Context: an optimization exercise on an open-source flow, tuned for small area, a short achievable clock period and few clock cycles per item. The choices shown serve that exercise and are no tape-out recipe. Only simulation tests tie the RTL to the original design; equivalence was not proved.

## flow/design.v (module list and top-level ports; edited modules follow where they fit)
// module hilo_md_unit: 862 lines
module hilo_md_unit #(
    parameter int DATA_W    = 32,
    parameter int DIV_CNT_W = 6
) (
    input  logic              cpu_clk_50M,
    input  logic              cpu_rst_n,
    input  logic              flush_i,
    input  logic              op_valid_i,
    output logic              op_ready_o,
    input  logic [2:0]        op_i,
    input  logic              sign_i,
    input  logic [DATA_W-1:0] src_a_i,
    input  logic [DATA_W-1:0] src_b_i,
    output logic [DATA_W-1:0] hi_o,
    output logic [DATA_W-1:0] lo_o,
    output logic              done_o
);
  // ...
==> flow/run.sh <==
#!/bin/bash
# synth_recipe.tcl (not shown) runs the flow's synth.tcl, then flattens the netlist and writes it again
# the make line also repeats each setting of config.mk as NAME=value (left out here)
make -C /OpenROAD-flow-scripts/flow DESIGN_CONFIG=/design/flow/config.mk WORK_HOME=/design/flow/orfs CLKGATE_MAP_FILE= SYNTH_SCRIPT=/design/flow/synth_recipe.tcl finish
==> flow/config.mk <==
export PLATFORM = sky130hd
export DESIGN_NAME = hilo_md_unit
export DESIGN_NICKNAME = hilo_md_unit
export VERILOG_FILES = /design/flow/design.v
export SDC_FILE = /design/flow/constraint.sdc
export NUM_CORES = 4
export LEC_CHECK = 0
export ABC_AREA = 1
export CAP_MARGIN = 20
export CORE_MARGIN = 2
export CORE_UTILIZATION = 40
export SLEW_MARGIN = 20
==> flow/constraint.sdc <==
create_clock -name core_clock -period 14.0 [get_ports {cpu_clk_50M}]
set_input_delay 2.8000 -clock core_clock [delete_from_list [all_inputs] [get_ports {cpu_clk_50M}]]
set_output_delay 2.8000 -clock core_clock [all_outputs]
set_load 0.01 [all_outputs]
==> reports/metrics.yaml, run 1 <==
final_max_slew_viol_count: 0
vias: 49872
layout_common_cells: "inv_1, nand2_1, fa_1"
yosys-top-cells-count: "inv_1, nand2_1, fa_1"
rows: 128
top_usage_layer: "met2"
clkbuf_count: 49
cts_tree: "yes"
wl_met2_microns: 99040
ys_ff_latch: 234
cts-hold-fix-buffers: 0
syn_area_sq_mm: 0.04925
status: "complete, no violations"
largest_class: "multi-input combinational cells"
flops_and_latches: 234
layout.area.seq_sq_mm: 0.005679
die_h_microns: 354.9
startpoint: "src_a_i[2]"
met3_usage: 0.1602
fin_cells: 8188
first_pass_iters: 7
min_from: "quo_q[26]"
finish.utilization: 0.4382
synth_largest_area_cell: "fa_1"
slew_headroom: 0.1823
numClockSinks: 234
Testbench counts, summed over its fixed seeds: cycles 16,740, ops 12,000.
==> run 2, diff against run 1 <==
--- a/flow/config.mk
+++ b/flow/config.mk
@@ -5,7 +5,6 @@
 export SDC_FILE = /design/flow/constraint.sdc
 export NUM_CORES = 4
 export LEC_CHECK = 0
-export ABC_AREA = 1
 export CAP_MARGIN = 20
 export CORE_MARGIN = 2
 export CORE_UTILIZATION = 40
==> run 2 against run 1 <==
Setup slack got worse by 0.28 ns. Routed wire length is 3.7% higher. Clock-buffer cell count down 4. Synthesized cell count increased by 4.6%. Die area up 6.8%. Sequential share of layout area shrank 0.58 points. Still clean. Sequential cell count unchanged. Register-to-register slack worse by 0.16 ns.
==> reports/metrics.yaml, run 2 <==
layout_common_cells: "nand2_1, inv_1, xnor2_1"  # was inv_1, nand2_1, fa_1
post-route-cell-area_sq_mm: 0.05656  # was 0.05348 sq mm
netlist-cell-type-count: 107  # was 73
synth_edf_count: 34  # unchanged
grt_max_degree: 128  # was 78
htreeDepth: 2  # unchanged
crit_fanout: 44  # was 40
min_from: "hl_c_q[63]"  # was quo_q[26]
slew_headroom: 0.1629  # was 0.1823
die_h_microns: 366.8  # was 354.9 microns
setup_violations: 0  # unchanged
reg2reg_to: "hl_s_q[37]"  # was hl_s_q[18]
rows: 133  # was 128
layout.nets: 7617  # was 7,427
synth_largest_area_cell: "fa_1"  # unchanged
vias: 52473  # was 49,872
synth_most_common_cell: "nand2_1"  # was inv_1
yosysTopAreaCellShare: 0.2232  # was 0.2386
top_regs: "hl_c_q (64), hl_s_q (64)"  # unchanged
yosys-top-cells-count: "nand2_1, inv_1, xnor2_1"  # was inv_1, nand2_1, fa_1
antenna_found_initial: 15  # was 16
cp.arrival_ns: 11.62  # was 11.40 ns
min_path_type: "flop to flop"  # unchanged
dieArea_sq_mm: 0.1345  # was 0.1259 sq mm
core_area_sq_mm: 0.1311  # was 0.1220 sq mm
finalCritPeriodShare: 0.7962  # was 0.7761
final_max_slew_viol_count: 0  # unchanged
crit_required_ns: 14.47  # was 14.53 ns
initial_core_util: 0.4015  # was 0.4035
gp_congestion: 1.045  # was 1.002
drive_gt1_frac: 0.05884  # was 0.04574
reg2reg_slack_ns: 5.74  # was 5.90 ns
grt_pass1_wl_microns: 363000  # was 347,900 microns
first_global_vias: 51060  # was 49,459
numClockSinks: 234  # unchanged
end_kind: "flop"  # unchanged
finalClockSkew_ns: 0.04601  # was 0.06517 ns
drt-initial-drc-count: 7429  # was 6,793
cts_buffers: 36  # was 38
dp_hpwl_microns: 182100  # was 175,600 microns
period_needed_ns: 11.15  # was 10.86 ns
clock.fmax_ghz: 0.08971  # was 0.09204 GHz
maxCapViolCount: 0  # unchanged
status: "complete, no violations"  # unchanged
cts.clk_slew.worst_paths_ns: 0.06  # about the same
overflow: 0  # unchanged
syn_area_per_cell_sq_um: 7.569  # was 7.404 sq um
cts-hold-fix-buffers: 0  # unchanged
synthToLayoutAreaGrowth_pct: 7.429  # was 8.592%
cts_tree: "yes"  # unchanged
cts_max_path_buffers: 3  # unchanged
min_path_cells: 2  # unchanged
crit_path_start_kind: "primary input"  # unchanged
ys_ff_latch: 234  # unchanged
fin_cells: 8512  # was 8,188
place_area_sq_mm: 0.05530  # was 0.05209 sq mm
placed_cells: 8436  # was 8,115
die_w_microns: 366.8  # was 354.9 microns
grt_usage: 0.3676  # was 0.3783
rr_worst_depth: 24  # was 39
routed_via_density: 6.165  # was 6.091
setup.worst_path.class: "primary input to flop"  # unchanged
clock_latency_ns: 0.65  # was 0.67 ns
rsz0062_at_grt: "no"  # unchanged
post_cts_buffers: 0  # unchanged
yosys_most_used_dff: "dfrtp_1"  # unchanged
finalHoldViolCount: 0  # unchanged
io_pins: 138  # unchanged
ant_nets: 0  # unchanged
yosys-top-cells-area: "fa_1, xnor2_1, nand2_1"  # was fa_1, xor2_1, inv_1
syn_area_sq_mm: 0.05265  # was 0.04925 sq mm
wire_per_inst_microns: 29.58  # was 29.65 microns
synth_nets: 7853  # was 7,548
async_flop_share: 0.5556  # unchanged
port_buffers: 137  # unchanged
first_pass_iters: 7  # unchanged
tns_ns: 0  # unchanged
rr_startpoint: "dvs_q[11]"  # was quo_q[31]
final_common_cell: "nand2_1"  # was inv_1
whs_endpoint: "hl_c_q[63]"  # was quo_q[28]
cts-root-buf: "clkbuf_16"  # unchanged
worstMarginPinSlew_ns: 1.247  # was 1.225 ns
syn_inst: 6956  # was 6,651
wirelength_microns: 251800  # was 242,800 microns
drc_errors: 0  # unchanged
seq_area_frac_synth: 0.1078  # was 0.1152
cts.repair.resized: 0  # unchanged
ys_warn_count: 2  # unchanged
## run 2: cell types whose count changed in the layout (fill, tap and decap cells not counted), sizes merged, moves of 100 or more
cell | previous run | this run
xor2 | 575 | 116
nor2 | 390 | 598
nand3 | 237 | 89
xnor2 | 165 | 671
inv | 1174 | 734
and3 | 4 | 104
a21oi | 322 | 621
o22ai | 566 | 42
nand2 | 1060 | 941
## run 2: how the worst max path moves through the flow
stage                 from         end  slack [ns]  cells after the start
2_1_floorplan      op_i[2]  hl_s_q[37]        5.01                     21
3_3_place_gp   src_b_i[31]    rem_q[1]        2.71                     27
3_5_place_dp   src_b_i[31]    rem_q[1]        2.70                     27
4_1_cts        src_b_i[31]    rem_q[1]        3.36                     27
5_1_grt        src_b_i[31]   rem_q[29]        2.42                     29
6_report       src_b_i[31]    rem_q[1]        2.85                     27
## run 2: per-layer routing
metal / global-route usage / share of wire
met2: 0.5368 / 0.41
met4: 0.2461 / 0.085
met5: 0 / 0.00023
met1: 0.4514 / 0.37
met3: 0.1354 / 0.14
## run 2: cell type report
class,count,area [sq um]
well taps,1755,2196
clock inverters,20,262.8
diodes,10,25.02
repair buffers,288,2350
inverters,734,2761
clock buffers,45,964.7
multi-input cells,5426,42320
fillers,13263,74570
flip-flops and latches,234,5679
## run 2: metrics by stage
stage	worst slack, ns	util	hold WS (ns)
after CTS	3.360	0.4310	0.5047
after global routing	2.423	0.4312	0.5252
after global placement	2.712	0.4216	0.4881
final	2.853	0.4313	0.5013
after floorplan	5.008	-	0.4429
after detailed placement	2.698	0.4217	0.4923
## run 2: cells by family after synthesis
family | Yosys count | synth area share
AO/OA/AOI/OAI | 1634 | 0.1928
XOR/XNOR | 787 | 0.1309
adder cells (fa/ha/maj) | 825 | 0.2798
buffers and inverters | 1296 | 0.09385
flip-flops | 234 | 0.1078
multiplexers | 122 | 0.02464
AND/OR/NAND/NOR | 2058 | 0.1703
## run 2: worst max-delay path: stages
cell and delay [ns]:
clkdlybuf4s50_1 0.69, nand2_1 0.59, a21oi_1 0.38, xnor2_1 0.16, or2_2 0.34, o211ai_1 0.21, a21boi_0 0.14, o21bai_1 0.22
a311oi_1 0.15, o31ai_1 0.29, a21boi_0 0.16, o21ai_0 0.58, ha_1 0.33, inv_1 0.07, ha_1 0.27, buf_4 0.41
clkinv_1 0.75, ha_1 0.58, buf_4 0.41, inv_1 0.44, nand2_1 0.26, o22ai_1 0.11, o21bai_1 0.21, o21ai_0 0.50
mux2i_1 0.16, a221oi_1 0.30, a21oi_1 0.06

==> re-timing with driven ports <==
Ports are ideal in the flow. The routed layouts listed here were re-timed in OpenROAD. Step 1 (the two cells are an assumption about what drives the block):
set clk [get_ports {cpu_clk_50M}]
set_driving_cell -lib_cell sky130_fd_sc_hd__clkbuf_16 $clk
set_driving_cell -lib_cell sky130_fd_sc_hd__buf_2 [delete_from_list [all_inputs] $clk]
Step 2 times the ports against the registers' clock, not the clock port: input delays grow and output delays shrink by t, the midpoint of the rising clock arrivals with the driver on. Slacks: no drivers / after step 1 / after step 2; pairs: no drivers / after step 1.
| run | t (ns) | setup slack, ns | hold WS [ns] | latest minus earliest clock arrival (ns) | pins driven straight from the clock port |
|---|---|---|---|---|---|
| run 1 | 0.724 | 3.135 / 3.188 / 2.464 | 0.502 / 0.502 / 0.502 | 0.065 / 0.065 | 1 |
| run 2 | 0.694 | 2.853 / 2.892 / 2.198 | 0.501 / 0.501 / 0.501 | 0.046 / 0.046 | 1 |
After both steps every run listed still meets setup and hold. For run 1, which loses most, drivers alone change the setup slack by +0.053 ns; drivers and shift together by -0.671 ns.
